Background: an optimization exercise with open tools, aiming at small area, a short achievable clock period and few clock cycles. Do not read the settings as production practice. Where RTL was checked, it was by simulation tests only, not by an equivalence proof against the original. Power and IR drop assume default switching activity.

Design beep_and_melody_sequencer, start of the top module:
module beep_and_melody_sequencer (
  input  logic             clk,
  input  logic             rst,
  input  logic             s_tvalid,
  output logic             s_tready,
  input  logic [31:0]      s_tdata,    
  input  logic [2:0]       s_tuser,    
  output logic             m_tvalid,
  input  logic             m_tready,
  output logic [47:0]      m_tdata,    
  input  logic             cfg_we,
  input  logic [2:0]       cfg_index,
  input  logic [CFG_W-1:0] cfg_data
);
Size in the first run: ~6500 flip-flops, about 120 I/O pins, roughly 0.24 mm2 of cells after synthesis.
make LEC_CHECK=0 CAP_MARGIN=20 CORE_MARGIN=2 CORE_UTILIZATION=55 PLACE_DENSITY=0.65 SETUP_SLACK_MARGIN=4.3 SLEW_MARGIN=20 SYNTH_MEMORY_MAX_BITS=8192 TNS_END_PERCENT=100 finish   # period 8.0 ns
run.sh (not shown) runs the stock make flow with config.mk's settings and CLKGATE_MAP_FILE= SYNTH_SCRIPT=/design/flow/synth_recipe.tcl, a recipe that flattens the netlist after the stock synthesis.
Edit:
Settings changed: CORE_UTILIZATION 55 to 35, PLACE_DENSITY 0.65 to 0.5.
Worst setup slack improves by 0.23 ns.
First-iteration DRC count fell by about a fifth.
Clock skew fell by 0.0049 ns.
Synthesized area stays the same.
Sequential share of layout area fell by 2.0 points.
Cell area rose by a few percent.
Hold slack degrades by 0.013 ns.
Flip-flop and latch count stays the same.
Power rose slightly.
Combinational power rose slightly.
Global-route usage fell by 10 points.
Function was not checked in any run of this note: the RTL went through the layout flow alone.

* * *

beep_and_melody_sequencer, a different RTL version from the one above (not shown whole).
For scale: roughly 6,500 flip-flops, about 120 I/O pins, roughly 250,000 um2 of cells after synthesis.
==> flow/config.mk <==
export PLATFORM = sky130hd
export DESIGN_NAME = beep_and_melody_sequencer
export DESIGN_NICKNAME = beep_and_melody_sequencer
export VERILOG_FILES = /design/flow/design.v
export SDC_FILE = /design/flow/constraint.sdc
export NUM_CORES = 4
export LEC_CHECK = 0
export CAP_MARGIN = 20
export CORE_MARGIN = 2
export CORE_UTILIZATION = 35
export CTS_CLUSTER_DIAMETER = 60
export CTS_CLUSTER_SIZE = 20
export PLACE_DENSITY = 0.5
export SETUP_SLACK_MARGIN = 5
export SLEW_MARGIN = 20
export SYNTH_MEMORY_MAX_BITS = 8192
export TNS_END_PERCENT = 100
==> flow/constraint.sdc <==
create_clock -name core_clock -period 8.0 [get_ports {clk}]
set_input_delay 1.6000 -clock core_clock [delete_from_list [all_inputs] [get_ports {clk}]]
set_output_delay 1.6000 -clock core_clock [all_outputs]
set_load 0.01 [all_outputs]
standard.sh (not shown) runs the stock make flow with config.mk's settings and CLKGATE_MAP_FILE= SYNTH_SCRIPT=/design/flow/synth_recipe.tcl, a recipe that flattens the netlist after the stock synthesis.
==> flow/flow/run.sh <==
#!/bin/bash
# The standard layout, except that the port buffers are sky130_fd_sc_hd__buf_4 cells
# rather than the delay-cell buffers buffer_ports picks by default, and antenna repair
# gets more iterations after global and detailed routing.
set -euo pipefail
export BUFFER_PORTS_ARGS="-buffer_cell sky130_fd_sc_hd__buf_4"
export MAX_REPAIR_ANTENNAS_ITER_GRT=10
export MAX_REPAIR_ANTENNAS_ITER_DRT=10
bash standard.sh > standard.log 2>&1
The baseline completed with no timing, DRC or antenna violations.
Testbench counts at the start, summed over its fixed seeds: cycles 12,519.
Then changed:
Settings changed: CORE_UTILIZATION 35 to 48, PLACE_DENSITY 0.5 to 0.58, SETUP_SLACK_MARGIN 5 to 4.7.
What happened:
- The changed run produced a clean layout
- total power goes down by a few percent
- sequential power stays flat
- sequential share of layout area grows by 4.2 points
- critical path depth goes up by 7
- via count came out lower by a few percent
Then changed:
==> flow/flow/run.sh (replaced) <==
#!/bin/bash
# The standard layout, except that the port buffers are sky130_fd_sc_hd__buf_4 cells
# rather than the delay-cell buffers buffer_ports picks by default, clock tree synthesis
# builds no dummy loads, and antenna repair gets more iterations after global and
# detailed routing.
set -euo pipefail
export BUFFER_PORTS_ARGS="-buffer_cell sky130_fd_sc_hd__buf_4"
export CTS_ARGS="-sink_clustering_enable -repair_clock_nets -sink_clustering_size 20 -sink_clustering_max_diameter 60 -dont_use_dummy_load"
export MAX_REPAIR_ANTENNAS_ITER_GRT=10
export MAX_REPAIR_ANTENNAS_ITER_DRT=10
bash standard.sh > standard.log 2>&1
Settings changed: CAP_MARGIN 20 to 10, CORE_UTILIZATION 48 to 35, CTS_CLUSTER_DIAMETER 60 to unset, CTS_CLUSTER_SIZE 20 to unset, PLACE_DENSITY 0.58 to 0.5, SLEW_MARGIN 20 to 10.
Effect: Combinational power climbs by 4.6%. Cell area hardly moves. Wire length goes up by about 5%. Die area climbs by 37%.

* * *

Starting RTL as in the previous note.
export LEC_CHECK = 0
export CAP_MARGIN = 20
export CORE_MARGIN = 2
export CORE_UTILIZATION = 35
export PLACE_DENSITY = 0.5
export SETUP_SLACK_MARGIN = 4.7
export SLEW_MARGIN = 20
export SYNTH_MEMORY_MAX_BITS = 8192
export TNS_END_PERCENT = 100
create_clock -name core_clock -period 8.0 [get_ports {clk}]
==> flow/flow/run.sh <==
#!/bin/bash
# The standard layout, except that the port buffers are sky130_fd_sc_hd__buf_4 cells
# rather than the delay-cell buffers buffer_ports picks by default, and antenna repair
# gets more iterations after global and detailed routing.
set -euo pipefail
export BUFFER_PORTS_ARGS="-buffer_cell sky130_fd_sc_hd__buf_4"
export MAX_REPAIR_ANTENNAS_ITER_GRT=10
export MAX_REPAIR_ANTENNAS_ITER_DRT=10
bash standard.sh > standard.log 2>&1
Testbench counts at the start, summed over its fixed seeds: cycles 12,519.
Rerun with:
--- a/flow/config.mk
+++ b/flow/config.mk
@@ -9,4 +9,6 @@
 export CORE_MARGIN = 2
 export CORE_UTILIZATION = 35
+export CTS_CLUSTER_DIAMETER = 60
+export CTS_CLUSTER_SIZE = 20
 export PLACE_DENSITY = 0.5
 export SETUP_SLACK_MARGIN = 4.7
- clock skew rose by 0.028 ns
- flip-flop and latch count does not change
- count of clock-buffer cells in the layout drops by 367

-- re-timing with driven ports --
The flow's constraints put no driver on any port. The routed layouts listed below were extracted and timed again, unchanged, in two steps. Step 1 assumes that a clkbuf_16 drives the clock port and a buf_2 every other input. Step 2 moves the port delays by t, midway between the first and last clock arrival at a register: inputs arrive t later, outputs are due t later. That takes back most of the time a late clock gives input paths. Slacks: no drivers / after step 1 / after step 2; pairs: no drivers / after step 1.
run | t (ns) | setup WS [ns] | worst register clock-pin slew, ns
the first run of note 1 | 1.181 | 3.871 / 3.871 / 3.154 | 0.07 / 0.07
the second run of note 1 | 1.245 | 4.101 / 4.101 / 3.107 | 0.08 / 0.08
the first run of note 2 | 1.201 | 4.385 / 4.385 / 3.577 | 0.09 / 0.09
the second run of note 2 | 1.179 | 4.364 / 4.364 / 3.517 | 0.09 / 0.09
the third run of note 2 | 1.173 | 4.342 / 4.342 / 3.547 | 0.09 / 0.09
the first run of note 3 | 1.228 | 4.414 / 4.414 / 3.538 | 0.07 / 0.07
the second run of note 3 | 1.198 | 4.416 / 4.416 / 3.544 | 0.09 / 0.09
After both steps every run listed still meets setup and hold. For the second run of note 1, which loses most, drivers alone change the setup slack by 0.000 ns; drivers and shift together by -0.994 ns.
